From an optimization exercise on the open Yosys and OpenROAD flow, aimed at small area, a short achievable clock period and few clock cycles; shortcuts taken in it are not production practice. The RTL was checked by simulation tests, not by an equivalence proof against the original design. Power is estimated from default activity; no workload was simulated.

===== flow/config.mk =====
export PLATFORM = sky130hd
export DESIGN_NAME = timed_task_dispatcher_unit
export DESIGN_NICKNAME = timed_task_dispatcher_unit
export VERILOG_FILES = /design/flow/design.v
export SDC_FILE = /design/flow/constraint.sdc
export NUM_CORES = 4
export LEC_CHECK = 0
export CAP_MARGIN = 20
export CORE_MARGIN = 2
export CORE_UTILIZATION = 50
export SETUP_SLACK_MARGIN = 1.0
export SLEW_MARGIN = 30

===== flow/constraint.sdc =====
create_clock -name core_clock -period 10.0 [get_ports {i_clk}]
set_input_delay 2.0000 -clock core_clock [delete_from_list [all_inputs] [get_ports {i_clk}]]
set_output_delay 2.0000 -clock core_clock [all_outputs]
set_load 0.01 [all_outputs]

===== flow/design.v =====
package tdu_pkg;
    localparam int TASK_SLOTS_DEF = 16;
    localparam int TIME_W         = 32;
    localparam int DIVISOR_W      = 16;
    localparam int PADDR_W        = 3;
    localparam logic [7:0]  HPL_RESET = 8'd128;
    localparam logic [15:0] TP_RESET  = 16'd10;
    localparam logic REG_HPL = 1'b0;
    localparam logic REG_TP  = 1'b1;
    localparam logic REQ_ADD  = 1'b0;
    localparam logic REQ_TICK = 1'b1;
    typedef struct packed {
        logic              req_type;
        logic [7:0]        task_tag;
        logic [TIME_W-1:0] due_time;
        logic [7:0]        task_priority;
        logic              is_recurring;
        logic [TIME_W-1:0] repeat_interval;
        logic [TIME_W-1:0] current_time;
    } t_req;
    typedef struct packed {
        logic              accepted;
        logic              dispatch_valid;
        logic [7:0]        dispatched_tag;
        logic              last_of_run;
        logic [TIME_W-1:0] next_due;
        logic              queue_empty;
    } t_rsp;
endpackage
module tdu_cmp #(
    parameter int W = 32,
    parameter int S = 8
) (
    input  logic [W-1:0] i_a,
    input  logic [W-1:0] i_b,
    output logic         o_gt,
    output logic         o_eq
);
    localparam int NSG = (W + S - 1) / S;
    logic [NSG*S-1:0] a, b;
    logic [NSG-1:0]   sg, se;
    assign a = (NSG * S)'(i_a);
    assign b = (NSG * S)'(i_b);
    for (genvar k = 0; k < NSG; k++) begin : g_seg
        assign sg[k] = a[k*S +: S] > b[k*S +: S];
        assign se[k] = a[k*S +: S] == b[k*S +: S];
    end
    always_comb begin
        o_gt = 1'b0;
        o_eq = 1'b1;
        for (int k = NSG - 1; k >= 0; k--) begin
            o_gt = o_gt | (o_eq & sg[k]);
            o_eq = o_eq & se[k];
        end
    end
endmodule
module tdu_add #(
    parameter int W = 32
) (
    input  logic [W-1:0] i_a,
    input  logic [W-1:0] i_b,
    input  logic         i_ci,
    output logic [W-1:0] o_s,
    output logic         o_co
);
    localparam int WL = W / 2;
    localparam int WH = W - WL;
    logic [WL:0] lo;
    logic [WH:0] h0, h1;
    assign lo  = {1'b0, i_a[WL-1:0]} + {1'b0, i_b[WL-1:0]} + {{WL{1'b0}}, i_ci};
    assign h0  = {1'b0, i_a[W-1:WL]} + {1'b0, i_b[W-1:WL]};
    assign h1  = {1'b0, i_a[W-1:WL]} + {1'b0, i_b[W-1:WL]} + {{WH{1'b0}}, 1'b1};
    assign o_s  = {lo[WL] ? h1[WH-1:0] : h0[WH-1:0], lo[WL-1:0]};
    assign o_co = lo[WL] ? h1[WH] : h0[WH];
endmodule
module tdu_div #(
    parameter int RD = 2
) (
    input  logic [15:0]     i_rem,      
    input  logic [2*RD-1:0] i_bits,     
    input  logic [15:0]     i_dsr,      
    input  logic [17:0]     i_dsr3,     
    output logic [15:0]     o_rem,
    output logic [2*RD-1:0] o_qbits
);
    logic [15:0] r [RD+1];
    assign r[0] = i_rem;
    for (genvar k = 0; k < RD; k++) begin : g_dig
        logic [17:0] t, m1, m2, m3, s1, s2, s3;
        logic        c1, c2, c3;
        assign t  = {r[k], i_bits[2*(RD-1-k)+1], i_bits[2*(RD-1-k)]};
        assign m1 = {2'b00, i_dsr};
        assign m2 = {1'b0, i_dsr, 1'b0};
        assign m3 = i_dsr3;
        tdu_add #(.W(18)) u_s1 (.i_a(t), .i_b(~m1), .i_ci(1'b1), .o_s(s1), .o_co(c1));
        tdu_add #(.W(18)) u_s2 (.i_a(t), .i_b(~m2), .i_ci(1'b1), .o_s(s2), .o_co(c2));
        tdu_add #(.W(18)) u_s3 (.i_a(t), .i_b(~m3), .i_ci(1'b1), .o_s(s3), .o_co(c3));
        always_comb begin
            if (c3) begin
                o_qbits[2*(RD-1-k) +: 2] = 2'd3;
                r[k+1] = s3[15:0];
            end else if (c2) begin
                o_qbits[2*(RD-1-k) +: 2] = 2'd2;
                r[k+1] = s2[15:0];
            end else if (c1) begin
                o_qbits[2*(RD-1-k) +: 2] = 2'd1;
                r[k+1] = s1[15:0];
            end else begin
                o_qbits[2*(RD-1-k) +: 2] = 2'd0;
                r[k+1] = t[15:0];
            end
        end
    end
    assign o_rem = r[RD];
endmodule
module timed_task_dispatcher_unit #(
    parameter int TASK_SLOTS = tdu_pkg::TASK_SLOTS_DEF
) (
    input  logic                        i_clk,
    input  logic                        i_rst_n,
    input  logic                        i_in_valid,
    output logic                        o_in_ready,
    input  logic [113:0]                i_in_data,
    output logic                        o_out_valid,
    input  logic                        i_out_ready,
    output logic [43:0]                 o_out_data,
    input  logic                        psel,
    input  logic                        penable,
    input  logic                        pwrite,
    input  logic [tdu_pkg::PADDR_W-1:0] paddr,
    input  logic [31:0]                 pwdata,
    output logic [31:0]                 prdata,
    output logic                        pready
);
    localparam int NS = 16;           
    localparam int RD = 2;            
    localparam int G  = 2 * RD;       
    localparam int NB = 8;            
    localparam int NP = 32 / NB;      
    typedef enum logic [0:0] {S_IDLE, S_RUN} t_state;
    function automatic logic [NS-1:0] lowest(input logic [NS-1:0] m);
        logic [NS-1:0] r;
        logic          f;
        r = '0;
        f = 1'b0;
        for (int i = 0; i < NS; i++) begin
            if (m[i] && !f) begin
                r[i] = 1'b1;
                f    = 1'b1;
            end
        end
        lowest = r;
    endfunction
    function automatic logic [3:0] enc(input logic [NS-1:0] oh);
        logic [3:0] r;
        r = '0;
        for (int i = 0; i < NS; i++) if (oh[i]) r = r | 4'(i);
        enc = r;
    endfunction
    function automatic logic [5:0] bitlen32(input logic [31:0] x);
        logic [5:0] r;
        r = '0;
        for (int i = 0; i < 32; i++) if (x[i]) r = 6'(i + 1);
        bitlen32 = r;
    endfunction
    function automatic logic [4:0] popc(input logic [NS-1:0] x);
        logic [4:0] r;
        r = '0;
        for (int i = 0; i < NS; i++) r = r + 5'(x[i]);
        popc = r;
    endfunction
    t_state               st_q;
    logic [7:0]           hpl_q;
    logic [15:0]          tp_q;
    logic [NS-1:0]        v_q;
    logic [NS-1:0][3:0]   lid_q;
    logic [NS-1:0][7:0]   tag_q;
    logic [NS-1:0][31:0]  due_q;
    logic [NS-1:0][7:0]   pri_q;
    logic [NS-1:0]        rep_q;
    logic [NS-1:0][31:0]  ivl_q;
    logic [NS-1:0]        lu_q;        
    logic [31:0]          t_q;         
    logic [15:0]          d_q;         
    logic [17:0]          d3_q;        
    logic [4:0]           ld_q;        
    logic [NS-1:0]        disp_q;      
    logic [NS-1:0]        todo_q;      
    logic [NS-1:0]        l1_oh_q;     
    logic [4:0]           n_q;         
    logic                 first_q;     
    logic [NS-1:0]        done_q;      
    logic [4:0]           nrk_q;
    logic [NS-1:0][NS-1:0] beat_q;     
    logic [NS-1:0]        sent_q;      
    logic [NS-1:0][31:0]  score_q;
    logic [3:0]           m_q;         
    logic                 l1_v_q;
    logic [31:0]          l1_e_q;
    logic [9:0]           l1_band_q;
    logic [3:0]           l1_lid_q;
    logic [3:0]           l1_idx_q;
    logic [1:0]           dv_v_q;
    logic [1:0][3:0]      dv_cnt_q;
    logic [1:0][15:0]     dv_rem_q;
    logic [1:0][31:0]     dv_x_q;
    logic [1:0][9:0]      dv_band_q;
    logic [1:0][3:0]      dv_lid_q;
    logic [1:0][3:0]      dv_idx_q;
    logic                 a_v_q;
    logic [31:0]          a_q_q;
    logic [9:0]           a_band_q;
    logic [3:0]           a_lid_q;
    logic [3:0]           a_idx_q;
    logic [NS-1:0]        nd_c_q;
    logic [NS-1:0]        wr_q;
    logic [1:0]           nd_wait_q;   
    logic                 ra_v_q;      
    logic [NS-1:0]        ra_oh_q;
    logic [31:0]          ra_due_q;
    logic [2:0]           nd_pass_q;
    logic                 nd_v_q;
    logic                 out_v_q;
    logic [43:0]          out_q;
    logic                 pend_q;      
    logic                 pend_acc_q;
    logic                 out_free;
    logic [NS-1:0]        dm;          
    logic [NS-1:0]        wr;          
    logic [NS-1:0]        lid_clr;
    logic                 acc_in, add_fire, tick_fire;
    logic [NS-1:0]        p_free, l_free;
    logic [3:0]           l_free_idx;
    assign out_free   = !out_v_q || i_out_ready;
    assign add_fire   = (st_q == S_IDLE) && !pend_q && i_in_valid && !i_in_data[113];
    assign tick_fire  = (st_q == S_IDLE) && !pend_q && i_in_valid &&  i_in_data[113];
    assign acc_in     = !(&v_q);
    assign p_free     = lowest(~v_q);
    assign l_free     = lowest(~lu_q);
    assign l_free_idx = enc(l_free);
    logic [NS-1:0] gt31, eq31;
    logic [31:0]   cmp_t;           
    assign cmp_t = (st_q == S_IDLE) ? i_in_data[31:0] : t_q;
    for (genvar p = 0; p < NS; p++) begin : g_cmp
        tdu_cmp #(.W(31), .S(8)) u_cmp (.i_a(due_q[p][30:0]), .i_b(cmp_t[30:0]),
                                        .o_gt(gt31[p]), .o_eq(eq31[p]));
    end
    always_comb begin
        lid_clr = '0;
        for (int p = 0; p < NS; p++) begin
            dm[p]   = v_q[p] && (gt31[p] ^ due_q[p][31] ^ ~cmp_t[31]);
            wr[p]   = (due_q[p][31] == cmp_t[31]) ? ~due_q[p][31] : (~gt31[p] && ~eq31[p]);
            if (disp_q[p]) lid_clr[lid_q[p]] = 1'b1;
        end
    end
    logic [NS-1:0] rd_sel;
    logic [31:0]   rd_due, rd_ivl;
    logic [7:0]    rd_pri;
    logic [3:0]    rd_lid;
    logic          rd_rep;
    assign rd_sel = (todo_q != '0) ? l1_oh_q : lowest(nd_c_q);
    always_comb begin
        rd_due = '0; rd_ivl = '0; rd_pri = '0; rd_lid = '0; rd_rep = 1'b0;
        for (int p = 0; p < NS; p++) begin
            if (rd_sel[p]) begin
                rd_due = rd_due | due_q[p];
                rd_ivl = rd_ivl | ivl_q[p];
                rd_pri = rd_pri | pri_q[p];
                rd_lid = rd_lid | lid_q[p];
                rd_rep = rd_rep | rep_q[p];
            end
        end
    end
    logic        l1_fire;
    logic [9:0]  rd_band;
    assign rd_band = (rd_pri >= hpl_q) ? {rd_pri, 2'b00} : {1'b0, rd_pri, 1'b0};
    logic [5:0]  le, nq;
    logic [3:0]  cnt0;
    logic [15:0] rem0;
    always_comb begin
        le   = bitlen32(l1_e_q);
        nq   = le - {1'b0, ld_q} + 6'd1;
        cnt0 = (le < {1'b0, ld_q}) ? 4'd0 : 4'((nq + 6'(G - 1)) / 6'(G));
        rem0 = 16'(l1_e_q >> (6'(cnt0) * 6'(G)));
    end
    logic [1:0][15:0] dv_rem_n;
    logic [1:0][31:0] dv_xn, dv_res;
    logic [1:0]       dv_req, dv_gnt, dv_load, dv_free;
    for (genvar u = 0; u < 2; u++) begin : g_dv
        logic [G-1:0] qb;
        tdu_div #(.RD(RD)) u_div (
            .i_rem  (dv_rem_q[u]),
            .i_bits (dv_x_q[u][31 -: G]),
            .i_dsr  (d_q),
            .i_dsr3 (d3_q),
            .o_rem  (dv_rem_n[u]),
            .o_qbits(qb)
        );
        assign dv_xn[u]  = {dv_x_q[u][31-G:0], qb};
        assign dv_res[u] = (dv_cnt_q[u] == 4'd0) ? dv_x_q[u] : dv_xn[u];
        assign dv_req[u] = dv_v_q[u] && (dv_cnt_q[u] <= 4'd1);
    end
    logic l1_bypass;        
    assign dv_gnt[0] = dv_req[0];
    assign dv_gnt[1] = dv_req[1] && !dv_req[0];
    assign l1_bypass = l1_v_q && (cnt0 == 4'd0) && (dv_req == 2'b00);
    assign dv_free   = ~dv_v_q | dv_gnt;
    assign dv_load[0] = l1_v_q && (cnt0 != 4'd0) && dv_free[0];
    assign dv_load[1] = l1_v_q && (cnt0 != 4'd0) && !dv_free[0] && dv_free[1];
    logic [31:0] b_sum;
    logic        co_sc;
    tdu_add #(.W(32)) u_score (.i_a(a_q_q), .i_b({22'd0, a_band_q}), .i_ci(1'b0), .o_s(b_sum), .o_co(co_sc));
    logic [NS-1:0] gt;
    for (genvar p = 0; p < NS; p++) begin : g_rk
        logic rg, re;
        tdu_cmp #(.W(36), .S(9)) u_cmp (.i_a({score_q[p], ~lid_q[p]}), .i_b({b_sum, ~a_lid_q}),
                                        .o_gt(rg), .o_eq(re));
        assign gt[p] = done_q[p] && rg;
    end
    logic [NS-1:0] bsel;
    logic [7:0]    b_tag;
    logic          b_rep;
    logic          rank_ready, beat_last, beat_go;
    logic [31:0]   nd_val;
    logic          qe;
    logic [NS-1:0] unsent;
    assign unsent = disp_q & ~sent_q;
    always_comb begin
        b_tag = '0;
        b_rep = 1'b0;
        for (int j = 0; j < NS; j++) begin
            bsel[j] = unsent[j];
            for (int p = 0; p < NS; p++) begin
                if (p < j && unsent[p] &&  beat_q[p][j]) bsel[j] = 1'b0;
                if (p > j && unsent[p] && !beat_q[j][p]) bsel[j] = 1'b0;
            end
        end
        for (int p = 0; p < NS; p++) begin
            if (bsel[p]) begin
                b_tag = b_tag | tag_q[p];
                b_rep = b_rep | rep_q[p];
            end
        end
    end
    assign qe         = (v_q == '0);
    assign nd_val     = qe ? (t_q + {16'd0, d_q}) : rd_due;
    assign n_q        = popc(disp_q);
    assign rank_ready = (st_q == S_RUN) && ((n_q <= 5'd1) ? (todo_q == '0) : (nrk_q == n_q));
    assign beat_last  = (n_q == 5'd0) || ({1'b0, m_q} == n_q - 5'd1);
    assign beat_go    = rank_ready && out_free && (!beat_last || nd_v_q);
    logic [NS-1:0] nd_c_n;
    logic          nd_run;
    logic [NS-1:0] ndc, ndz, ndkb;
    assign nd_run = (st_q == S_RUN) && (todo_q == '0) && !nd_v_q && (nd_wait_q == 2'd0);
    always_comb begin
        ndkb = '0;
        if (nd_pass_q == 3'd0) begin
            ndc = v_q;
            ndz = ndc & ~wr_q;
            if (ndz != '0) ndc = ndz;
        end else begin
            ndc = nd_c_q;
        end
        for (int b = 0; b < NB; b++) begin
            for (int p = 0; p < NS; p++) begin
                case (nd_pass_q[1:0])
                    2'd0:    ndkb[p] = due_q[p][31 - b];
                    2'd1:    ndkb[p] = due_q[p][23 - b];
                    2'd2:    ndkb[p] = due_q[p][15 - b];
                    default: ndkb[p] = due_q[p][7 - b];
                endcase
            end
            ndz = ndc & ~ndkb;
            if (ndz != '0) ndc = ndz;
        end
        nd_c_n = ndc;
    end
    logic        push;
    logic [43:0] push_d;
    always_comb begin
        push   = 1'b0;
        push_d = '0;
        if (pend_q && out_free) begin
            push   = 1'b1;
            push_d = {pend_acc_q, 1'b0, 8'd0, 1'b1, 32'd0, 1'b0};
        end else if (add_fire && out_free) begin
            push   = 1'b1;
            push_d = {acc_in, 1'b0, 8'd0, 1'b1, 32'd0, 1'b0};
        end else if (beat_go) begin
            push   = 1'b1;
            if (n_q == 5'd0)    push_d = {1'b0, 1'b0, 8'd0, 1'b1, nd_val, qe};
            else if (beat_last) push_d = {1'b0, 1'b1, b_tag, 1'b1, nd_val, qe};
            else                push_d = {1'b0, 1'b1, b_tag, 1'b0, 32'd0, 1'b0};
        end
    end
    logic [31:0] due_wd;
    logic [31:0] rearm_due, l1_e;
    logic        co_rearm, co_el;
    tdu_add #(.W(32)) u_rearm (.i_a(rd_due), .i_b(rd_ivl), .i_ci(1'b0), .o_s(rearm_due), .o_co(co_rearm));
    tdu_add #(.W(32)) u_el    (.i_a(t_q), .i_b(~rd_due), .i_ci(1'b1), .o_s(l1_e), .o_co(co_el));
    assign due_wd  = (st_q == S_IDLE) ? i_in_data[104:73] : ra_due_q;
    assign l1_fire = (st_q == S_RUN) && (todo_q != '0) && (!l1_v_q || l1_bypass || (dv_load != 2'b00));
    always_ff @(posedge i_clk) begin
        if (!i_rst_n) begin
            st_q     <= S_IDLE;
            hpl_q    <= tdu_pkg::HPL_RESET;
            tp_q     <= tdu_pkg::TP_RESET;
            v_q      <= '0;
            lu_q     <= '0;
            out_v_q  <= 1'b0;
            pend_q   <= 1'b0;
            l1_v_q   <= 1'b0;
            dv_v_q   <= 1'b0;
            a_v_q    <= 1'b0;
            todo_q   <= '0;
            ra_v_q   <= 1'b0;
        end else begin
            if (psel && penable && pwrite) begin
                if (paddr[2]) tp_q  <= pwdata[15:0];
                else          hpl_q <= pwdata[7:0];
            end
            if (push)          out_v_q <= 1'b1;
            else if (out_free) out_v_q <= 1'b0;
            if (pend_q && out_free) pend_q <= 1'b0;
            case (st_q)
                S_IDLE: begin
                    if (add_fire) begin
                        if (acc_in) begin
                            v_q  <= v_q | p_free;
                            lu_q <= lu_q | l_free;
                        end
                        if (!out_free) begin
                            pend_q     <= 1'b1;
                            pend_acc_q <= acc_in;
                        end
                    end
                    if (tick_fire) begin
                        st_q   <= S_RUN;
                        todo_q <= dm;
                    end
                end
                S_RUN: begin
                    if (first_q) begin
                        v_q  <= v_q & ~(disp_q & ~rep_q);
                        lu_q <= lu_q & ~lid_clr;
                    end
                    if (l1_fire) todo_q <= todo_q & ~l1_oh_q;
                    if (beat_go) begin
                        if (n_q != 5'd0 && b_rep) lu_q <= lu_q | l_free;
                        if (beat_last) st_q <= S_IDLE;
                    end
                end
                default: st_q <= S_IDLE;
            endcase
            ra_v_q <= l1_fire && rd_rep;
            if (l1_fire)                   l1_v_q <= (n_q >= 5'd2);
            else if (l1_bypass || (dv_load != 2'b00)) l1_v_q <= 1'b0;
            for (int u = 0; u < 2; u++) begin
                if (dv_load[u])     dv_v_q[u] <= 1'b1;
                else if (dv_gnt[u]) dv_v_q[u] <= 1'b0;
            end
            a_v_q <= (dv_gnt != 2'b00) || l1_bypass;
        end
    end
    always_ff @(posedge i_clk) begin
        for (int p = 0; p < NS; p++)
            if ((add_fire && acc_in && p_free[p]) || (ra_v_q && ra_oh_q[p]))
                due_q[p] <= due_wd;
        if (add_fire && acc_in) begin
            for (int p = 0; p < NS; p++) begin
                if (p_free[p]) begin
                    tag_q[p] <= i_in_data[112:105];
                    pri_q[p] <= i_in_data[72:65];
                    rep_q[p] <= i_in_data[64];
                    ivl_q[p] <= i_in_data[63:32];
                    lid_q[p] <= l_free_idx;
                end
            end
        end
        if (st_q == S_RUN && beat_go && n_q != 5'd0 && b_rep) begin
            for (int p = 0; p < NS; p++)
                if (bsel[p]) lid_q[p] <= l_free_idx;
        end
        if (tick_fire) begin
            t_q  <= i_in_data[31:0];
            d_q  <= (tp_q == 16'd0) ? 16'd1 : tp_q;
            d3_q <= (tp_q == 16'd0) ? 18'd3 : ({2'b00, tp_q} + {1'b0, tp_q, 1'b0});
            ld_q <= (tp_q == 16'd0) ? 5'd1 : 5'(bitlen32({16'd0, tp_q}));
        end
        first_q <= tick_fire;
        if (tick_fire) begin
            disp_q    <= dm;
            l1_oh_q   <= lowest(dm);
            done_q    <= '0;
            nrk_q     <= '0;
            sent_q    <= '0;
            m_q       <= '0;
            nd_v_q    <= 1'b0;
            nd_pass_q <= '0;
            nd_wait_q <= (dm == '0) ? 2'd0 : 2'd2;
        end else if (l1_fire) begin
            l1_oh_q   <= lowest(todo_q & ~l1_oh_q);
        end
        if (l1_fire) begin
            l1_e_q    <= l1_e;
            l1_band_q <= rd_band;
            l1_lid_q  <= rd_lid;
            l1_idx_q  <= enc(l1_oh_q);
        end
        for (int u = 0; u < 2; u++) begin
            if (dv_load[u]) begin
                dv_cnt_q[u]  <= cnt0;
                dv_rem_q[u]  <= rem0;
                dv_x_q[u]    <= l1_e_q << (6'd32 - 6'(cnt0) * 6'(G));
                dv_band_q[u] <= l1_band_q;
                dv_lid_q[u]  <= l1_lid_q;
                dv_idx_q[u]  <= l1_idx_q;
            end else if (dv_v_q[u] && dv_cnt_q[u] != 4'd0) begin
                dv_cnt_q[u] <= dv_cnt_q[u] - 4'd1;
                dv_rem_q[u] <= dv_rem_n[u];
                dv_x_q[u]   <= dv_xn[u];
            end
        end
        if (dv_gnt[0]) begin
            a_q_q    <= dv_res[0];
            a_band_q <= dv_band_q[0];
            a_lid_q  <= dv_lid_q[0];
            a_idx_q  <= dv_idx_q[0];
        end else if (dv_gnt[1]) begin
            a_q_q    <= dv_res[1];
            a_band_q <= dv_band_q[1];
            a_lid_q  <= dv_lid_q[1];
            a_idx_q  <= dv_idx_q[1];
        end else begin
            a_q_q    <= '0;
            a_band_q <= l1_band_q;
            a_lid_q  <= l1_lid_q;
            a_idx_q  <= l1_idx_q;
        end
        if (a_v_q) begin
            for (int p = 0; p < NS; p++) begin
                if (4'(p) == a_idx_q) begin
                    score_q[p] <= b_sum;
                    done_q[p]  <= 1'b1;
                end
                for (int j = 0; j < NS; j++) begin
                    if (p < j && 4'(j) == a_idx_q && done_q[p]) beat_q[p][j] <= gt[p];
                    if (p < j && 4'(p) == a_idx_q && done_q[j]) beat_q[p][j] <= !gt[j];
                end
            end
            nrk_q <= nrk_q + 5'd1;
        end
        if (beat_go) sent_q <= sent_q | bsel;
        wr_q     <= wr;
        ra_oh_q  <= l1_oh_q;
        ra_due_q <= rearm_due;
        if (st_q == S_RUN && todo_q == '0 && nd_wait_q != 2'd0) nd_wait_q <= nd_wait_q - 2'd1;
        if (nd_run) begin
            nd_c_q    <= nd_c_n;
            nd_pass_q <= nd_pass_q + 3'd1;
            if (nd_pass_q == 3'(NP - 1)) nd_v_q <= 1'b1;
        end
        if (beat_go) m_q <= m_q + 4'd1;
        if (push)    out_q <= push_d;
    end
    assign o_in_ready  = (st_q == S_IDLE) && !pend_q;
    assign o_out_valid = out_v_q;
    assign o_out_data  = out_q;
    assign pready      = 1'b1;
    assign prdata      = paddr[2] ? {16'd0, tp_q} : {24'd0, hpl_q};
endmodule

===== flow/run.sh =====
#!/bin/bash
# synth_recipe.tcl (not shown) runs the flow's synth.tcl, then flattens the netlist and writes it again
# the make line also repeats each setting of config.mk as NAME=value (left out here)
make -C /OpenROAD-flow-scripts/flow DESIGN_CONFIG=/design/flow/config.mk WORK_HOME=/design/flow/orfs CLKGATE_MAP_FILE= SYNTH_SCRIPT=/design/flow/synth_recipe.tcl finish

==> reports/metrics.cfg, run 1 <==
[run_status]
status = complete, no violations

[setup_path]
r2r-start = nd_pass_q[0]
cp-end-kind = register
cp_num_buf_inv = 10
worst-path-stages = 34
critPathTopFamily = compound AO/OA/AOI/OAI gates
critPathMaxStageDelay_ps = 630
crit_end = nd_c_q[1]
cp-start-kind = register
crit_required_ps = 10720
arrival_ps = 9560
cp_common_cell = buf_4
r2r-end = nd_c_q[1]
startpoint = nd_pass_q[0]
reg2reg_depth = 34
crit_type = register to register
rrSetupSlack_ps = 1160
critPathMaxFanout = 22
crit_slowest_cell = a222oi_1

[clocking]
cts.hold.buffers_added = 0
cts.htree.levels = 5
clkSinkCount = 2582
ctsRootBufferMaster = clkbuf_16
clk_pin_slew_ps = 70
clkLatencyLatePin_ps = 960
cts_buffer_depth = 4
cts_tree = yes
cts_buffers = 297

[logic_synthesis]
synth_flop_cell = edfxtp_1
synth-compound-area-share_pct = 17.0
synthAdderAreaFrac_pct = 13.1
ys_types = 112
syn_inst = 13200
synth-seq-cells = 2582
synth_xor_area_share_pct = 2.70
synth_top_area_share_pct = 46.2
synth_edf_count = 2307
synth_top_family_by_area = compound AO/OA/AOI/OAI gates
synth_seq_area_share_pct = 49.9
yosysWarnings = 5
syn_area_per_cell_um2 = 11.4
synth_top_area_cell = edfxtp_1
synth_area_um2 = 150000
yosysMostFrequentCell = edfxtp_1
synth-async-reset-ratio_pct = 0
synth.area.mux_share_pct = 3.20
synth_area_leaders = edfxtp_1 (46%), ha_1 (13%), dfxtp_1 (3.7%), a21oi_1 (2.6%), nand2_1 (2.4%)
synth_common_cells = edfxtp_1 (2307), ha_1 (1503), nand2_1 (958), a21oi_1 (764), o21ai_0 (685)
synth-simple-area-share_pct = 11.0

[drt]
ant_nets = 0
via_count = 119000
drcViolationCount = 0
dr.pass1.iters = 13
drt-initial-drc-count = 16500
via_per_inst = 6.63
routed_wl_um = 589000
wl_per_cell_um = 32.8

[floorplan]
die_y_um = 552
ioPinCount = 235
start_util_pct = 50.1
die_w_um = 552
rows = 201
core_um2 = 299000
die_area_um2 = 304000

[timing]
fin_crit_sh_pct = 88.4
max_freq_mhz = 113
rsz0062_at_grt = true
worst_pin_slew_ps = 1170
fin_setup_tns_ps = 0
hold_ws_ps = 442
fin_crit_ps = 8840
clock_skew_ps = 83.1
slew_headroom_pct = 21.8
setup_viol = 0
maxSlewViolCount = 0
finalHoldViolCount = 0
setup_ws_ps = 1160

[worst_hold_path]
hold_class = register to register

[job]
cap_violations = 0

[grt]
antenna_found_initial = 38
grt_pass1_wl_um = 826000
grt_overflow = 0
grt_pass1_vias = 116000
track_usage_pct = 37.7
grt_max_degree = 76

[placement]
place_ws_ps = 801
io_buffers = 199
place_congestion = 1.04
hpwl_um = 440000

[layout]
final_nets = 15500
area_growth_pct = 14.0
drive_gt1_share_pct = 10.6
fillers = 24800

[pwr]
ir_drop_uv = 190
p_leak_nw = 64.5
p_per_area_nw_per_um2 = 174

layer usage:
metal	up-vias	track usage [%]	wire (µm)	share of wire [%]
met3	1309	7.87	58600	9.9
met4	18	19.4	35900	6.1
met5	-	0	123	0.021
li1	52100	-	-	-
met1	59200	50.0	234000	40
met2	6560	58.5	261000	44
flip-flops by register name, summed over array words and instances (netlist names), 18 cells and up:
signal and flops:
ivl_q 512, score_q 512, lid_q 64, pri_q 128, l1_e_q 32, out_q 44
a_q_q 32, dv_band_q 18, d3_q 18, ra_due_q 32, due_q 512, t_q 32
tag_q 128, dv_rem_q 32, beat_q 120, dv_x_q 64
through the flow:
| stage | cell area [µm²] | total power (W) | cells | utilization, % |
|---|---|---|---|---|
| 2_1_floorplan | 150000 | 0.0158 | 13200 | - |
| 3_3_place_gp | 160000 | 0.0182 | 17400 | 53.5 |
| 3_5_place_dp | 160000 | 0.0183 | 17400 | 53.6 |
| 4_1_cts | 170000 | 0.0295 | 17900 | 57.0 |
| 5_1_grt | 171000 | 0.0305 | 18000 | 57.1 |
| 6_report | 171000 | 0.0297 | 18000 | 57.1 |
logic make-up (layout without fill, tap and decap cells):
kind of cell,Yosys count,in the layout
DFF,2582,2582
buffers and inverters,1191,1982
AOI/OAI and AO/OA,3634,3634
and+or+nand+nor,3322,3322
xor gates and xnor gates,462,462
muxes,454,454
other,2,25
adders and majority gates,1546,1546
worst register-to-register path, delay by kind of cell (launching register included):
kind | cells | cell delay, ps
buffers and inverters | 10 | 1740
and+or+nand+nor | 10 | 1990
DFF | 1 | 440
AOI/OAI and AO/OA | 13 | 4210
adders and majority gates | 1 | 250
layout by cell type, fill, tap and decap left out, types with 105 or more instances in the layout:
cell type        netlist  routed
a22oi_1              213     213
a221o_1              153     153
nor3_1               171     166
ha_1                1503    1499
xnor2_1              316     305
clkbuf_16              0     299
nor2b_1              311     310
nand4_1              267     267
o21bai_1             112     112
a21oi_1              764     750
dfxtp_1              275     273
nand2_1              958     955
o22ai_1              116     114
a22o_1               169     165
a211oi_1             124     122
mux2_2               128     128
edfxtp_1            2307    2307
clkdlybuf4s50_1        0     198
buf_4                 29     582
xor2_1               146     143
a21o_1               277     275
nor2_1               601     582
o21a_1               105     105
inv_1                615     607
a222oi_1             273     273
nand3_1              348     346
o21ai_0              685     654
nand2b_1             327     325
mux2i_1              319     288
a221oi_1             148     119
power by group:
part	total (W)	switching (W)	internal, W
registers	0.0123	0.000190	0.0121
clock network	0.0113	0.00478	0.00655
logic	0.00608	0.00394	0.00214
total	0.0297	0.00891	0.0208
final cells by class:
cell class	instances	area [µm²]	area share, %
multi-input combinational	9435	71800	42.0
clock inverter	151	2080	1.22
clock buffer	393	8020	4.69
tap	3958	4950	2.90
antenna	8	20.0	0.0117
inverter	625	2360	1.38
sequential	2582	74800	43.8
timing repair buffer	813	6820	3.99
how the worst min path moves through the flow:
stage,from,to,cells past startpoint
4_1_cts,l1_oh_q[11],ra_oh_q[11],0
6_report,l1_oh_q[11],ra_oh_q[11],0
2_1_floorplan,l1_oh_q[3],ra_oh_q[3],0
3_3_place_gp,l1_oh_q[11],ra_oh_q[11],0
5_1_grt,l1_oh_q[11],ra_oh_q[11],0
3_5_place_dp,l1_oh_q[11],ra_oh_q[11],0
repair_timing:
| action | in CTS | in global routing |
|---|---|---|
| gates resized for setup | 7 | 45 |
| pin swaps | 2 | 12 |
| setup buffers | 0 | 23 |
| cloned | 0 | 0 |
| endpoints found under the setup margin | 14 | 59 |
Testbench counts, summed over its fixed seeds: cycles 26,156.
==> inputs of run 2 (changes only) <==
--- a/flow/config.mk
+++ b/flow/config.mk
@@ -8,5 +8,5 @@
 export CAP_MARGIN = 20
 export CORE_MARGIN = 2
 export CORE_UTILIZATION = 50
-export SETUP_SLACK_MARGIN = 1.0
+export SETUP_SLACK_MARGIN = 3.0
 export SLEW_MARGIN = 30
==> reports/metrics.cfg, run 2 <==
[grt]
grt_pass1_vias = 118000  ; +1.7%
track_usage_pct = 39.0  ; +1.3 points
grt_max_degree = 76  ; unchanged
antenna_found_initial = 36  ; -5.3%
grt_pass1_wl_um = 852000  ; +3.1%
grt_overflow = 0  ; unchanged

[pwr]
finalPower_w = 0.0303  ; +2.1%
ir_drop_uv = 176  ; -7.6%
p_leak_nw = 67.3  ; +4.4%
p_per_area_nw_per_um2 = 171  ; -1.8%

[drt]
via_count = 122000  ; +2.6%
m1WireLength_um = 235000  ; +0.29%
met2_length_um = 274000  ; +5.1%
ant_nets = 0  ; unchanged
dr.pass1.iters = 14  ; +1
wl_per_cell_um = 33.4  ; +1.9%
drcViolationCount = 0  ; unchanged
routed_wl_um = 614000  ; +4.2%
wl_met3_um = 63800  ; +8.8%
dr.max_layer_used = met5
via_per_inst = 6.65  ; +0.30%
drt-initial-drc-count = 16900  ; +2.7%

[timing]
clock_skew_ps = 104  ; +20.5 ps
rsz0062_at_grt = true
worst_pin_slew_ps = 1230  ; +54.4 ps
finalHoldViolCount = 0  ; unchanged
setup_viol = 0  ; unchanged
fin_setup_tns_ps = 0  ; unchanged
fin_crit_ps = 8440  ; -396 ps
max_freq_mhz = 118  ; +4.7%
maxSlewViolCount = 0  ; unchanged
hold_ws_ps = 431  ; -10.4 ps
slew_headroom_pct = 18.2  ; -3.6 points
fin_crit_sh_pct = 84.4  ; -4.0 points

[placement]
dp_cells = 17300  ; -0.24%
hpwl_um = 443000  ; +0.80%
place_congestion = 1.05  ; +1.5%
io_buffers = 199  ; unchanged
placed_area_um2 = 160000  ; -0.19%

[clocking]
ctsRootBufferMaster = clkbuf_16
cts.htree.levels = 5  ; unchanged
clkLatencyLatePin_ps = 960  ; about the same
cts_buffer_depth = 4  ; unchanged
cts_tree = yes
clkSinkCount = 2582  ; unchanged
clk_pin_slew_ps = 60  ; about the same
cts_buffers = 293  ; -1.3%

[setup_path]
critPathMaxFanout = 8  ; -64%
crit_type = register to register
cp-end-kind = register
r2r-start = nd_pass_q[1]
cp-start-kind = register
critPathMaxStageDelay_ps = 680  ; +50 ps
crit_slowest_cell = or4b_4
cp_common_cell = buf_12
arrival_ps = 9130  ; -430 ps
crit_required_ps = 10690  ; -30 ps
reg2reg_depth = 32  ; -5.9%
startpoint = nd_pass_q[1]
rrSetupSlack_ps = 1560  ; +400 ps
r2r-end = nd_c_q[11]

[floorplan]
rows = 201  ; unchanged
die_y_um = 552  ; unchanged
ioPinCount = 235  ; unchanged
start_util_pct = 50.1  ; unchanged
die_w_um = 552  ; unchanged
die_area_um2 = 304000  ; unchanged
core_um2 = 299000  ; unchanged

[logic_synthesis]
yosysMostFrequentCell = edfxtp_1
synth_top_area_cell = edfxtp_1
synth_edf_count = 2307  ; unchanged
yosysWarnings = 5  ; unchanged
synth_common_cells = edfxtp_1 (2307), ha_1 (1503), nand2_1 (958), a21oi_1 (764), o21ai_0 (685)
synth_top_area_share_pct = 46.2  ; unchanged
syn_inst = 13200  ; unchanged
ys_types = 112  ; unchanged
synth-seq-cells = 2582  ; unchanged
synth-async-reset-ratio_pct = 0  ; unchanged
synth_area_um2 = 150000  ; unchanged
synth_area_leaders = edfxtp_1 (46%), ha_1 (13%), dfxtp_1 (3.7%), a21oi_1 (2.6%), nand2_1 (2.4%)
synth_seq_area_share_pct = 49.9  ; unchanged
syn_area_per_cell_um2 = 11.4  ; unchanged
synth_flop_cell = edfxtp_1

[worst_hold_path]
hold_depth = 0  ; unchanged
min_to = ra_oh_q[5]
hold_class = register to register
worstHoldStart = l1_oh_q[5]

[layout]
area_growth_pct = 18.5
mostFrequentLayoutCells = edfxtp_1 (2307), ha_1 (1480), nand2_1 (913), buf_4 (796), a21oi_1 (680)
fin_area_um2 = 178000  ; +4.0%
final_nets = 15900  ; +2.7%
finalNonFillerCells = 18400  ; +2.3%
final_common_cell = edfxtp_1
drive_gt1_share_pct = 16.2  ; +5.6 points
reg_top3 = due_q (512), ivl_q (512), score_q (512)

[run_status]
status = complete, no violations

[job]
cap_violations = 0  ; unchanged

## run 2: cells by family after synthesis
family	share of synthesized area, %
flip-flops	49.9
adder cells (fa/ha/maj)	13.1
AND/OR/NAND/NOR	11.0
buffers and inverters	3.10
other	0.00501
XOR/XNOR	2.70
multiplexers	3.20
AO/OA/AOI/OAI	17.0
## run 2: how the worst max path moves through the flow
stage / to / slack (ps) / cells after the start
final: nd_c_q[11] / 1560 / 32
after global routing: nd_c_q[11] / 1440 / 34
after CTS: nd_c_q[11] / 1900 / 34
after detailed placement: nd_c_q[10] / 790 / 31
after global placement: nd_c_q[0] / 830 / 32
after floorplan: dv_rem_q[25] / 2890 / 39
## run 2: metrics by stage
step / setup slack, ps / util (%)
3_3_place_gp: 826 / 53.4
3_5_place_dp: 795 / 53.5
6_report: 1560 / 59.4
5_1_grt: 1440 / 59.4
2_1_floorplan: 2890 / -
4_1_cts: 1900 / 58.4
## run 2: cell type report
| type | count | area, µm² |
|---|---|---|
| tap | 3958 | 4950 |
| clock buffer | 370 | 7960 |
| antenna | 18 | 45.0 |
| fill | 24100 | 121000 |
| multi-input combinational | 9446 | 74400 |
| inverter | 625 | 2450 |
| timing repair buffer | 1223 | 11400 |
| sequential | 2582 | 74800 |
| clock inverter | 160 | 1570 |
## run 2: critical path, delay by kind of cell, from the launching register on
| kind | cells | cell delay (ps) |
|---|---|---|
| flops | 1 | 430 |
| simple gates | 9 | 2790 |
| compound gates | 14 | 3330 |
| buf+inv | 8 | 1240 |
| fa+ha+maj | 1 | 330 |
## run 2: what timing repair did
| action | 4_1_cts | 5_1_grt |
|---|---|---|
| pin swaps | 220 | 208 |
| hold buffers | 0 | 0 |
| resized for setup | 531 | 354 |
| buffers inserted | 310 | 145 |
| gates cloned | 23 | 9 |
| endpoints found under the setup margin | 358 | 476 |
| endpoints found under the hold margin | 0 | 0 |
## run 2: power by group
group          switching [W]  internal [W]  leakage (nW)
sequential          0.000194        0.0121          22.7
combinational        0.00443       0.00275          40.0
clock                0.00473       0.00612          4.66
total                0.00936        0.0209          67.3
## run 2: per-layer routing
metal	GRT usage, %	vias up
li1	-	53000
met1	50.5	60900
met2	60.9	6914
met3	8.75	1513
met4	21.5	28
met5	0	-
==> inputs of run 3 (changes only) <==
--- a/flow/config.mk
+++ b/flow/config.mk
@@ -7,6 +7,6 @@
 export LEC_CHECK = 0
 export CAP_MARGIN = 20
 export CORE_MARGIN = 2
-export CORE_UTILIZATION = 50
-export SETUP_SLACK_MARGIN = 3.0
+export CORE_UTILIZATION = 60
+export SETUP_SLACK_MARGIN = 2.0
 export SLEW_MARGIN = 30
==> reports/metrics.cfg, run 3 <==
[floorplan]
rows = 183  ; -9.0%
die_area_um2 = 254000  ; -17%
die_w_um = 504  ; -8.6%
ioPinCount = 235  ; unchanged
die_y_um = 504  ; -8.6%
core_um2 = 248000  ; -17%
start_util_pct = 60.3  ; +10 points

[grt]
grt_overflow = 0  ; unchanged
track_usage_pct = 46.5  ; +7.4 points
antenna_found_initial = 49  ; +36%
grt_max_degree = 77  ; +1.3%
grt_pass1_vias = 122000  ; +3.5%
grt_pass1_wl_um = 859000  ; +0.82%

[placement]
placed_area_um2 = 159000  ; -0.67%
place_congestion = 1.08  ; +2.4%
hpwl_um = 432000  ; -2.6%
io_buffers = 199  ; unchanged

[clocking]
cts.hold.buffers_added = 0  ; unchanged
cts.htree.levels = 5  ; unchanged
cts_buffer_depth = 4  ; unchanged
clkSinkCount = 2582  ; unchanged
clk_pin_slew_ps = 60  ; about the same
cts_tree = yes
clkLatencyLatePin_ps = 1080  ; +120 ps
ctsRootBufferMaster = clkbuf_16
cts_buffers = 291  ; -0.68%

[setup_path]
r2r-end = nd_c_q[1]
crit_required_ps = 10770  ; +80 ps
worst-path-stages = 30  ; -6.3%
cp_num_buf_inv = 11  ; +3
critPathTopFamily = compound AO/OA/AOI/OAI gates
rrSetupSlack_ps = 1820  ; +260 ps
r2r-start = nd_pass_q[1]
crit_type = register to register
cp-start-kind = register
crit_slowest_cell = a21oi_1
critPathMaxFanout = 57  ; +49
critPathMaxStageDelay_ps = 780  ; +100 ps
cp-end-kind = register
arrival_ps = 8950  ; -180 ps
reg2reg_depth = 30  ; -6.3%

[logic_synthesis]
yosysMostFrequentCell = edfxtp_1
synth_seq_area_share_pct = 49.9  ; unchanged
yosysWarnings = 5  ; unchanged
ys_types = 112  ; unchanged
synth_area_um2 = 150000  ; unchanged
synth_top_family_by_area = compound AO/OA/AOI/OAI gates
synth-compound-area-share_pct = 17.0  ; unchanged
syn_inst = 13200  ; unchanged
synth_area_leaders = edfxtp_1 (46%), ha_1 (13%), dfxtp_1 (3.7%), a21oi_1 (2.6%), nand2_1 (2.4%)
synth-simple-area-share_pct = 11.0  ; unchanged
synth.area.mux_share_pct = 3.20  ; unchanged
synth_edf_count = 2307  ; unchanged
synthAdderAreaFrac_pct = 13.1  ; unchanged
synth_top_area_cell = edfxtp_1
synth_common_cells = edfxtp_1 (2307), ha_1 (1503), nand2_1 (958), a21oi_1 (764), o21ai_0 (685)
syn_area_per_cell_um2 = 11.4  ; unchanged
synth_flop_cell = edfxtp_1
synth-async-reset-ratio_pct = 0  ; unchanged
synth_top_area_share_pct = 46.2  ; unchanged
synth-seq-cells = 2582  ; unchanged
synth_xor_area_share_pct = 2.70  ; unchanged

[layout]
final_common_cell = edfxtp_1
area_growth_pct = 14.7
mostFrequentLayoutCells = edfxtp_1 (2307), ha_1 (1497), nand2_1 (943), a21oi_1 (707), o21ai_0 (630)
final_nets = 15600  ; -1.8%
drive_gt1_share_pct = 12.5  ; -3.7 points
reg_top3 = due_q (512), ivl_q (512), score_q (512)
fin_area_um2 = 172000  ; -3.2%
fillers = 16900  ; -30%

[worst_hold_path]
hold_depth = 0  ; unchanged
worstHoldStart = l1_oh_q[11]
min_to = ra_oh_q[11]
hold_class = register to register

[drt]
drt-initial-drc-count = 22800  ; +35%
via_per_inst = 7.25  ; +8.9%
drcViolationCount = 0  ; unchanged
routed_wl_um = 616000  ; +0.34%
dr.pass1.iters = 14  ; unchanged
wl_per_cell_um = 35.3  ; +5.7%
via_count = 126000  ; +3.4%
ant_nets = 0  ; unchanged

[run_status]
status = complete, no violations

[timing]
fin_setup_tns_ps = 0  ; unchanged
setup_viol = 0  ; unchanged
slew_headroom_pct = 20.0  ; +1.8 points
fin_crit_sh_pct = 81.8  ; -2.6 points
rsz0062_at_grt = true
finalHoldViolCount = 0  ; unchanged
max_freq_mhz = 122  ; +3.2%
maxSlewViolCount = 0  ; unchanged
worst_pin_slew_ps = 1170  ; -60.9 ps
clock_skew_ps = 181  ; +77.1 ps
fin_crit_ps = 8180  ; -261 ps

[pwr]
p_leak_nw = 65.1  ; -3.4%
p_per_area_nw_per_um2 = 172  ; +0.55%
ir_drop_uv = 190  ; +8.4%

[job]
cap_violations = 0  ; unchanged

-- run 3: cell counts after synthesis --
No cell type changed its count.
-- run 3: what timing repair did --
item | CTS | global route
endpoints found under the hold margin | 0 | 0
resized for setup | 183 | 249
setup endpoints to repair | 82 | 83
pin swaps | 59 | 116
cloned | 3 | 10
setup buffers | 90 | 94
-- run 3: area by class of cell --
class	count	area, µm²	area share, %
Inverter	625	2380	1.38
Tap cell	3330	4170	2.42
Clock buffer	357	7730	4.50
Clock inverter	147	1330	0.776
Timing Repair Buffer	939	8350	4.86
Multi-Input combinational cell	9439	73100	42.5
Antenna cell	23	57.6	0.0335
Sequential cell	2582	74800	43.5
-- run 3: report_power, final --
part	switching (W)	total, W	internal, W
logic	0.00426	0.00662	0.00237
clock network	0.00459	0.0106	0.00601
registers	0.000202	0.0123	0.0121
-- run 3: kinds of logic (layout without fill, tap and decap cells) --
family                     after synthesis  after routing
and+or+nand+nor                       3322           3323
other                                    2             40
xor gates and xnor gates               462            463
adders and majority gates             1546           1546
buffers and inverters                 1191           2068
muxes                                  454            454
DFF                                   2582           2582
AOI/OAI and AO/OA                     3634           3636
-- run 3: per-layer routing --
layer	share of wire, %	vias to the layer above	track usage [%]
met1	34	60900	57.4
met2	43	10600	70.4
li1	-	52300	-
met4	9.2	32	32.8
met5	0.045	-	0.131
met3	14	2610	13.2
-- run 3: worst max-delay path by stage --
stage / start / to / slack [ps]
finish: nd_pass_q[1] / nd_c_q[1] / 1820
global route: nd_pass_q[0] / nd_c_q[1] / 1790
CTS: nd_pass_q[0] / nd_c_q[13] / 2010
detailed placement: nd_pass_q[0] / nd_c_q[2] / 720
global placement: nd_pass_q[0] / nd_c_q[1] / 860
floorplan: d_q[1] / dv_rem_q[25] / 2010
-- run 3: worst reg2reg max path, delay by kind of cell (launching register included) --
| family | cells | cell delay, ps |
|---|---|---|
| and+or+nand+nor | 7 | 1670 |
| AOI/OAI and AO/OA | 11 | 3480 |
| adders and majority gates | 1 | 200 |
| DFF | 1 | 500 |
| buffers and inverters | 11 | 2130 |
-- run 3: through the flow --
stage          util, %  cells  setup WS (ps)  hold WS, ps  power, W
2_1_floorplan        -  13200           2010          371    0.0158
3_3_place_gp      63.9  16700            858          412    0.0181
3_5_place_dp      64.0  16700            722          426    0.0183
4_1_cts           68.3  17300           2010          452    0.0288
5_1_grt           69.2  17400           1790          472    0.0301
6_report          69.2  17400           1820          456    0.0295
==> inputs of run 4 (changes only) <==
--- a/flow/design.v
+++ b/flow/design.v
@@ -136,7 +136,6 @@
     localparam int RD = 2;            
     localparam int G  = 2 * RD;       
     localparam int NB = 8;            
-    localparam int NP = 32 / NB;      
     typedef enum logic [0:0] {S_IDLE, S_RUN} t_state;
     function automatic logic [NS-1:0] lowest(input logic [NS-1:0] m);
         logic [NS-1:0] r;
@@ -213,12 +212,7 @@
     logic [3:0]           a_lid_q;
     logic [3:0]           a_idx_q;
     logic [NS-1:0]        nd_c_q;
-    logic [NS-1:0]        wr_q;
-    logic [1:0]           nd_wait_q;   
-    logic                 ra_v_q;      
-    logic [NS-1:0]        ra_oh_q;
-    logic [31:0]          ra_due_q;
-    logic [2:0]           nd_pass_q;
+    logic [4:0]           nd_ph_q;     
     logic                 nd_v_q;
     logic                 out_v_q;
     logic [43:0]          out_q;
@@ -351,29 +345,20 @@
     logic [NS-1:0] nd_c_n;
     logic          nd_run;
     logic [NS-1:0] ndc, ndz, ndkb;
-    assign nd_run = (st_q == S_RUN) && (todo_q == '0) && !nd_v_q && (nd_wait_q == 2'd0);
+    assign nd_run = (st_q == S_RUN) && (todo_q == '0) && !nd_v_q;
+    logic [NS-1:0] nd_pf;
+    assign nd_pf = ((v_q & ~wr) != '0) ? (v_q & ~wr) : v_q;
     always_comb begin
-        ndkb = '0;
-        if (nd_pass_q == 3'd0) begin
-            ndc = v_q;
-            ndz = ndc & ~wr_q;
-            if (ndz != '0) ndc = ndz;
-        end else begin
-            ndc = nd_c_q;
-        end
+        ndc = nd_c_q;
+        ndz = '0;
         for (int b = 0; b < NB; b++) begin
-            for (int p = 0; p < NS; p++) begin
-                case (nd_pass_q[1:0])
-                    2'd0:    ndkb[p] = due_q[p][31 - b];
-                    2'd1:    ndkb[p] = due_q[p][23 - b];
-                    2'd2:    ndkb[p] = due_q[p][15 - b];
-                    default: ndkb[p] = due_q[p][7 - b];
-                endcase
-            end
+            for (int p = 0; p < NS; p++)
+                ndkb[p] = (nd_ph_q[1] & due_q[p][31 - b]) | (nd_ph_q[2] & due_q[p][23 - b]) |
+                          (nd_ph_q[3] & due_q[p][15 - b]) | (nd_ph_q[4] & due_q[p][7 - b]);
             ndz = ndc & ~ndkb;
             if (ndz != '0) ndc = ndz;
         end
-        nd_c_n = ndc;
+        nd_c_n = nd_ph_q[0] ? nd_pf : ndc;
     end
     logic        push;
     logic [43:0] push_d;
@@ -398,7 +383,7 @@
     logic        co_rearm, co_el;
     tdu_add #(.W(32)) u_rearm (.i_a(rd_due), .i_b(rd_ivl), .i_ci(1'b0), .o_s(rearm_due), .o_co(co_rearm));
     tdu_add #(.W(32)) u_el    (.i_a(t_q), .i_b(~rd_due), .i_ci(1'b1), .o_s(l1_e), .o_co(co_el));
-    assign due_wd  = (st_q == S_IDLE) ? i_in_data[104:73] : ra_due_q;
+    assign due_wd  = (st_q == S_IDLE) ? i_in_data[104:73] : rearm_due;
     assign l1_fire = (st_q == S_RUN) && (todo_q != '0) && (!l1_v_q || l1_bypass || (dv_load != 2'b00));
     always_ff @(posedge i_clk) begin
         if (!i_rst_n) begin
@@ -413,7 +398,6 @@
             dv_v_q   <= 1'b0;
             a_v_q    <= 1'b0;
             todo_q   <= '0;
-            ra_v_q   <= 1'b0;
         end else begin
             if (psel && penable && pwrite) begin
                 if (paddr[2]) tp_q  <= pwdata[15:0];
@@ -452,7 +436,6 @@
                 end
                 default: st_q <= S_IDLE;
             endcase
-            ra_v_q <= l1_fire && rd_rep;
             if (l1_fire)                   l1_v_q <= (n_q >= 5'd2);
             else if (l1_bypass || (dv_load != 2'b00)) l1_v_q <= 1'b0;
             for (int u = 0; u < 2; u++) begin
@@ -464,7 +447,7 @@
     end
     always_ff @(posedge i_clk) begin
         for (int p = 0; p < NS; p++)
-            if ((add_fire && acc_in && p_free[p]) || (ra_v_q && ra_oh_q[p]))
+            if ((add_fire && acc_in && p_free[p]) || (l1_fire && rd_rep && l1_oh_q[p]))
                 due_q[p] <= due_wd;
         if (add_fire && acc_in) begin
             for (int p = 0; p < NS; p++) begin
@@ -496,8 +479,7 @@
             sent_q    <= '0;
             m_q       <= '0;
             nd_v_q    <= 1'b0;
-            nd_pass_q <= '0;
-            nd_wait_q <= (dm == '0) ? 2'd0 : 2'd2;
+            nd_ph_q   <= 5'b00001;
         end else if (l1_fire) begin
             l1_oh_q   <= lowest(todo_q & ~l1_oh_q);
         end
@@ -551,14 +533,10 @@
             nrk_q <= nrk_q + 5'd1;
         end
         if (beat_go) sent_q <= sent_q | bsel;
-        wr_q     <= wr;
-        ra_oh_q  <= l1_oh_q;
-        ra_due_q <= rearm_due;
-        if (st_q == S_RUN && todo_q == '0 && nd_wait_q != 2'd0) nd_wait_q <= nd_wait_q - 2'd1;
         if (nd_run) begin
             nd_c_q    <= nd_c_n;
-            nd_pass_q <= nd_pass_q + 3'd1;
-            if (nd_pass_q == 3'(NP - 1)) nd_v_q <= 1'b1;
+            nd_ph_q   <= {nd_ph_q[3:0], 1'b0};
+            if (nd_ph_q[4]) nd_v_q <= 1'b1;
         end
         if (beat_go) m_q <= m_q + 4'd1;
         if (push)    out_q <= push_d;
--- a/flow/config.mk
+++ b/flow/config.mk
@@ -7,6 +7,6 @@
 export LEC_CHECK = 0
 export CAP_MARGIN = 20
 export CORE_MARGIN = 2
-export CORE_UTILIZATION = 60
+export CORE_UTILIZATION = 55
 export SETUP_SLACK_MARGIN = 2.0
 export SLEW_MARGIN = 30
==> reports/metrics.cfg, run 4 <==
[logic_synthesis]
synth-async-reset-ratio_pct = 0  ; unchanged
synth_area_leaders = edfxtp_1 (47%), ha_1 (13%), dfxtp_1 (2.9%), nand2_1 (2.4%), a21oi_1 (2.4%)
synth_top_area_share_pct = 47.3  ; +1.1 points
syn_inst = 12800  ; -2.8%
ys_types = 94  ; -16%
synth_flop_cell = edfxtp_1
synth_area_um2 = 146000  ; -2.4%
synth_common_cells = edfxtp_1 (2306), ha_1 (1497), nand2_1 (935), a21oi_1 (700), o21ai_0 (630)
synth_top_area_cell = edfxtp_1
synth_edf_count = 2306  ; -0.043%
synth_seq_area_share_pct = 50.2  ; +0.30 points
synth-seq-cells = 2517  ; -2.5%
yosysWarnings = 5  ; unchanged
yosysMostFrequentCell = edfxtp_1
syn_area_per_cell_um2 = 11.4  ; +0.47%

[setup_path]
crit_type = register to register
reg2reg_depth = 34  ; +13%
rrSetupSlack_ps = 1790  ; -30 ps
cp-start-kind = register
critPathMaxFanout = 10  ; -82%
crit_slowest_cell = or4_4
cp_common_cell = buf_4
crit_required_ps = 10740  ; -30 ps
cp-end-kind = register
arrival_ps = 8950  ; about the same
critPathMaxStageDelay_ps = 600  ; -180 ps

[grt]
grt_pass1_wl_um = 805000  ; -6.3%
grt_overflow = 0  ; unchanged
grt_pass1_vias = 114000  ; -6.8%
grt_max_degree = 77  ; unchanged
track_usage_pct = 41.0  ; -5.5 points
antenna_found_initial = 34  ; -31%

[timing]
fin_crit_ps = 8210  ; +32.0 ps
setup_viol = 0  ; unchanged
maxSlewViolCount = 0  ; unchanged
finalHoldViolCount = 0  ; unchanged
fin_crit_sh_pct = 82.1  ; +0.32 points
rsz0062_at_grt = true
worst_pin_slew_ps = 1180  ; +10.9 ps
clock_skew_ps = 76.9  ; -104 ps
fin_setup_tns_ps = 0  ; unchanged
slew_headroom_pct = 19.8  ; -0.18 points
max_freq_mhz = 122  ; -0.39%

[layout]
fin_util_pct = 63.8  ; -5.4 points
drive_gt1_share_pct = 11.8  ; -0.72 points
area_growth_pct = 15.5
final_common_cell = edfxtp_1
fillers = 20400  ; +20%
reg_top3 = due_q (512), ivl_q (512), score_q (512)
mostFrequentLayoutCells = edfxtp_1 (2306), ha_1 (1489), nand2_1 (922), a21oi_1 (667), o21ai_0 (603)
final_nets = 15200  ; -2.6%

[clocking]
clk_pin_slew_ps = 60  ; about the same
cts_tree = yes
clkLatencyLatePin_ps = 950  ; -130 ps
cts.htree.levels = 5  ; unchanged
cts_buffer_depth = 4  ; unchanged
cts_buffers = 282  ; -3.1%
ctsRootBufferMaster = clkbuf_16
clkSinkCount = 2517  ; -2.5%
cts.hold.buffers_added = 0  ; unchanged

[drt]
drt-initial-drc-count = 17500  ; -23%
dr.pass1.iters = 13  ; -1
via_per_inst = 6.88  ; -5.0%
via_count = 119000  ; -6.1%
drcViolationCount = 0  ; unchanged
wl_per_cell_um = 33.6  ; -4.9%
ant_nets = 0  ; unchanged
routed_wl_um = 580000  ; -6.0%

[floorplan]
start_util_pct = 55.3  ; -5.1 points
rows = 189  ; +3.3%
die_y_um = 520  ; +3.2%
core_um2 = 265000  ; +6.6%
die_area_um2 = 270000  ; +6.5%
ioPinCount = 235  ; unchanged
die_w_um = 520  ; +3.2%

[pwr]
finalPower_w = 0.0286  ; -3.1%
p_leak_nw = 65.0  ; -0.12%
p_per_area_nw_per_um2 = 169  ; -1.5%
ir_drop_uv = 214  ; +13%

[worst_hold_path]
hold_class = register to register
hold_depth = 1  ; +1

[placement]
place_congestion = 1.06  ; -1.4%
hpwl_um = 417000  ; -3.4%
io_buffers = 199  ; unchanged

[job]
cap_violations = 0  ; unchanged

[run_status]
status = complete, no violations

-- run 4: cell types whose count changed in the layout (fill, tap and decap cells not counted), moves of 38 or more --
cell      change
buf_4        -73
a222oi_1    -100
mux2_2       -38
a22oi_1     +141
dfxtp_1      -64
a21oi_1      -40
a221oi_1     +41
nor2_1       -62
-- run 4: kinds of logic (layout without fill, tap and decap cells) --
group	Yosys count	after routing	synth area share, %
buf+inv	1141	1999	3.04
xor+xnor	459	459	2.75
flops	2517	2517	50.2
mux	396	397	2.84
compound gates	3529	3530	16.8
other cells	2	32	0.00513
fa+ha+maj	1548	1548	13.4
simple gates	3231	3233	10.9
-- run 4: what timing repair did --
action | CTS | global route
setup buffers | 74 | 105
endpoints found under the hold margin | 0 | 0
endpoints found under the setup margin | 393 | 967
resized for setup | 173 | 266
cloned | 11 | 22
pin swaps | 53 | 116
-- run 4: layout make-up --
type	instances	area (µm²)	share of cell area, %
sequential	2517	73500	43.5
multi-input combinational	9184	70900	41.9
timing repair buffer	901	8640	5.11
clock buffer	340	7550	4.47
tap	3533	4420	2.61
inverter	594	2260	1.33
clock inverter	163	1800	1.07
antenna	15	37.5	0.0222
timing repair inverter	1	7.51	0.00444
-- run 4: layer usage --
layer	GRT usage (%)	vias up	share of wire, %
li1	-	50900	-
met1	52.9	58500	37
met2	62.6	7494	44
met3	9.71	1741	11
met4	25.2	26	7.7
met5	0	-	0.030
-- run 4: report_power, final --
group          total (W)  switching [W]  internal [W]
Combinational    0.00600        0.00383       0.00217
Clock             0.0107        0.00451       0.00615
Sequential        0.0119       0.000191        0.0117
-- run 4: critical path: cells and delay by family (launching register included) --
family | cells | cell delay, ps
compound gates | 13 | 1870
buf+inv | 10 | 1730
flops | 1 | 500
simple gates | 11 | 3870
-- run 4: worst paths after layout --
path | from | end
max reg2reg | nd_ph_q[4] | nd_c_q[15]
min reg2reg | done_q[13] | done_q[13]
max | nd_ph_q[4] | nd_c_q[15]
min | done_q[13] | done_q[13]
-- run 4: stage by stage --
stage / instance area, µm² / setup slack [ps] / std cells / hold WS (ps)
floorplan: 146000 / 2000 / 12800 / 443
global placement: 155000 / 639 / 16500 / 435
CTS: 167000 / 1860 / 17100 / 458
finish: 169000 / 1790 / 17200 / 461
detailed placement: 155000 / 508 / 16500 / 445
global route: 169000 / 1580 / 17200 / 497
Testbench counts of run 4, summed over its fixed seeds: cycles 25,982.
==> inputs of run 5 (changes only) <==
--- a/flow/config.mk
+++ b/flow/config.mk
@@ -7,6 +7,7 @@
 export LEC_CHECK = 0
 export CAP_MARGIN = 20
 export CORE_MARGIN = 2
-export CORE_UTILIZATION = 55
+export CORE_UTILIZATION = 60
+export CTS_BUF_LIST = sky130_fd_sc_hd__clkbuf_8
 export SETUP_SLACK_MARGIN = 2.0
 export SLEW_MARGIN = 30
==> reports/metrics.cfg, run 5 <==
[run_status]
status = complete, no violations

[floorplan]
die_area_um2 = 248000  ; -8.3%
ioPinCount = 235  ; unchanged
die_y_um = 498  ; -4.2%
core_um2 = 243000  ; -8.3%
die_w_um = 498  ; -4.2%
rows = 181  ; -4.2%
start_util_pct = 60.2  ; +5.0 points

[clocking]
clkSinkCount = 2517  ; unchanged
cts.htree.levels = 5  ; unchanged
ctsRootBufferMaster = clkbuf_8
cts_buffer_depth = 4  ; unchanged
cts_tree = yes
cts_buffers = 423  ; +50%
clkLatencyLatePin_ps = 1250  ; +300 ps
clk_pin_slew_ps = 60  ; about the same

[setup_path]
crit_type = register to register
crit_end = due_q[287]
cp-end-kind = register
r2r-start = todo_q[11]
reg2reg_depth = 29  ; -15%
arrival_ps = 9230  ; +280 ps
cp_num_buf_inv = 6  ; -4
cp_common_cell = a221o_1
critPathMaxStageDelay_ps = 770  ; +170 ps
critPathTopFamily = compound AO/OA/AOI/OAI gates
cp-start-kind = register
critPathMaxFanout = 25  ; +15
startpoint = todo_q[11]
crit_slowest_cell = a221oi_2
worst-path-stages = 29  ; -15%
r2r-end = due_q[287]
crit_required_ps = 10790  ; +50 ps
rrSetupSlack_ps = 1560  ; -230 ps

[grt]
grt_max_degree = 84  ; +9.1%
grt_pass1_wl_um = 798000  ; -0.81%
antenna_found_initial = 42  ; +24%
track_usage_pct = 44.3  ; +3.3 points
grt_overflow = 0  ; unchanged
grt_pass1_vias = 116000  ; +2.0%

[timing]
max_freq_mhz = 118  ; -2.7%
fin_crit_ps = 8440  ; +229 ps
maxSlewViolCount = 0  ; unchanged
setup_ws_ps = 1560  ; -229 ps
fin_crit_sh_pct = 84.4  ; +2.3 points
clock_skew_ps = 185  ; +108 ps
slew_headroom_pct = 16.4  ; -3.5 points
worst_pin_slew_ps = 1250  ; +77.1 ps
setup_viol = 0  ; unchanged
finalHoldViolCount = 0  ; unchanged
rsz0062_at_grt = true
fin_setup_tns_ps = 0  ; unchanged

[placement]
hpwl_um = 411000  ; -1.5%
place_congestion = 1.10  ; +3.6%
io_buffers = 199  ; unchanged
place_ws_ps = 696  ; +187 ps
placed_area_um2 = 155000  ; -0.46%

[logic_synthesis]
syn_area_per_cell_um2 = 11.4  ; unchanged
synth_area_leaders = edfxtp_1 (47%), ha_1 (13%), dfxtp_1 (2.9%), nand2_1 (2.4%), a21oi_1 (2.4%)
synth-seq-cells = 2517  ; unchanged
synth_top_area_share_pct = 47.3  ; unchanged
synth_top_area_cell = edfxtp_1
synth_common_cells = edfxtp_1 (2306), ha_1 (1497), nand2_1 (935), a21oi_1 (700), o21ai_0 (630)
synth_area_um2 = 146000  ; unchanged
synth_flop_cell = edfxtp_1
synth_seq_area_share_pct = 50.2  ; unchanged
yosysMostFrequentCell = edfxtp_1
ys_types = 94  ; unchanged
yosysWarnings = 5  ; unchanged
synth_edf_count = 2306  ; unchanged
synth-async-reset-ratio_pct = 0  ; unchanged
syn_inst = 12800  ; unchanged

[pwr]
finalPower_w = 0.0268  ; -6.1%
p_per_area_nw_per_um2 = 161  ; -4.5%
ir_drop_uv = 168  ; -22%
p_leak_nw = 64.4  ; -0.82%

[layout]
fillers = 17600  ; -13%
reg_top3 = due_q (512), ivl_q (512), score_q (512)
final_nets = 15300  ; +0.53%
final_common_cell = edfxtp_1
multi_input_area_um2 = 70800  ; -0.11%
fin_area_um2 = 166000  ; -1.6%
seq_area_um2 = 73500  ; about the same
mostFrequentLayoutCells = edfxtp_1 (2306), ha_1 (1488), nand2_1 (930), inv_1 (694), a21oi_1 (666)
area_growth_pct = 13.6
fin_util_pct = 68.4  ; +4.6 points
drive_gt1_share_pct = 12.0  ; +0.19 points

[job]
cap_violations = 0  ; unchanged

[drt]
dr.pass1.iters = 15  ; +2
via_count = 121000  ; +1.6%
wl_per_cell_um = 33.4  ; -0.70%
drt-initial-drc-count = 19200  ; +9.5%
ant_nets = 0  ; unchanged
drcViolationCount = 0  ; unchanged
via_per_inst = 7.06  ; +2.5%
routed_wl_um = 571000  ; -1.6%

[worst_hold_path]
hold_class = register to register

run 5: cell type report:
cell class	instances	area share [%]
flip-flops and latches	2517	44.2
multi-input cells	9183	42.6
repair buffers	842	4.65
clock buffers	451	3.73
well taps	3202	2.41
inverters	594	1.36
clock inverters	293	1.07
diodes	18	0.0271
run 5: power breakdown:
group | switching, W | total (W) | internal [W]
Clock | 0.00436 | 0.00898 | 0.00462
Combinational | 0.00382 | 0.00593 | 0.00212
Sequential | 0.000196 | 0.0119 | 0.0117
Total | 0.00837 | 0.0268 | 0.0185
run 5: worst min path at each step:
| stage | startpoint | slack, ps | to | cells past startpoint |
|---|---|---|---|---|
| after global placement | hpl_q[4] | 460 | hpl_q[4] | 2 |
| after global routing | l1_lid_q[2] | 470 | dv_lid_q[2] | 0 |
| final | l1_lid_q[1] | 460 | dv_lid_q[5] | 0 |
| after floorplan | hpl_q[5] | 440 | hpl_q[5] | 2 |
| after CTS | l1_lid_q[1] | 460 | dv_lid_q[5] | 0 |
| after detailed placement | hpl_q[4] | 460 | hpl_q[4] | 2 |
run 5: what timing repair did:
action,4_1_cts,5_1_grt
pin swaps,43,80
buffers inserted,57,102
gates cloned,6,11
resized for setup,148,233
hold buffers,0,0
setup endpoints to repair,507,910
run 5: routing by layer:
metal	global-route usage [%]	share of wire (%)	vias up
met5	0	0.033	-
met4	29.5	8.2	30
met3	14.2	13	2139
met2	66.3	43	9060
met1	55.1	35	58400
li1	-	-	51100
run 5: logic make-up after synthesis:
kind of cell,share of synthesized area (%)
other,0.00513
buffers and inverters,3.04
and+or+nand+nor,10.9
adders and majority gates,13.4
AOI/OAI and AO/OA,16.8
DFF,50.2
xor gates and xnor gates,2.75
muxes,2.84
run 5: through the flow:
stage	hold WS [ps]	std cells
after floorplan	443	12800
final	464	17100
after detailed placement	462	16200
after global routing	468	17100
after global placement	455	16100
after CTS	464	17000
run 5: worst register-to-register path: cells and delay by family (launching register included):
family | cells | cell delay [ps]
flip-flops | 1 | 370
AO/OA/AOI/OAI | 11 | 3010
buffers and inverters | 6 | 1410
adder cells (fa/ha/maj) | 1 | 520
multiplexers | 1 | 390
XOR/XNOR | 1 | 270
AND/OR/NAND/NOR | 9 | 2160

[static timing again, ports no longer ideal]
How much do the figures lean on ideal ports? The routed layouts below were timed once more, with nothing changed but the port constraints. Step 1 sets driving cells, clkbuf_16 on the clock port and buf_2 on the other inputs (assumed; they add their load-dependent delay and slew). Step 2 adds t to the input delays and takes it off the output delays; t is the mean of the earliest and latest rising clock arrival at the registers after step 1. Input paths then give back, and output paths get back, about the clock's delay inside the block. Three values: ideal, step 1, step 2; two values: the first two.
run	t (ns)	setup slack, ns	worst slew at a driven data input, ns	pins driven straight from the clock port
run 1	1.031	1.165 / 1.165 / 1.165	0.21	1
run 2	1.008	1.560 / 1.560 / 1.560	0.18	1
run 3	1.105	1.822 / 1.822 / 1.822	0.25	1
run 4	1.016	1.790 / 1.790 / 1.060	0.22	1
run 5	1.248	1.560 / 1.560 / 0.887	0.18	1
After both steps setup and hold are still met in every run listed. The setup slack of run 4, which loses most, moves by 0.000 ns with the drivers and by -0.730 ns with both steps.
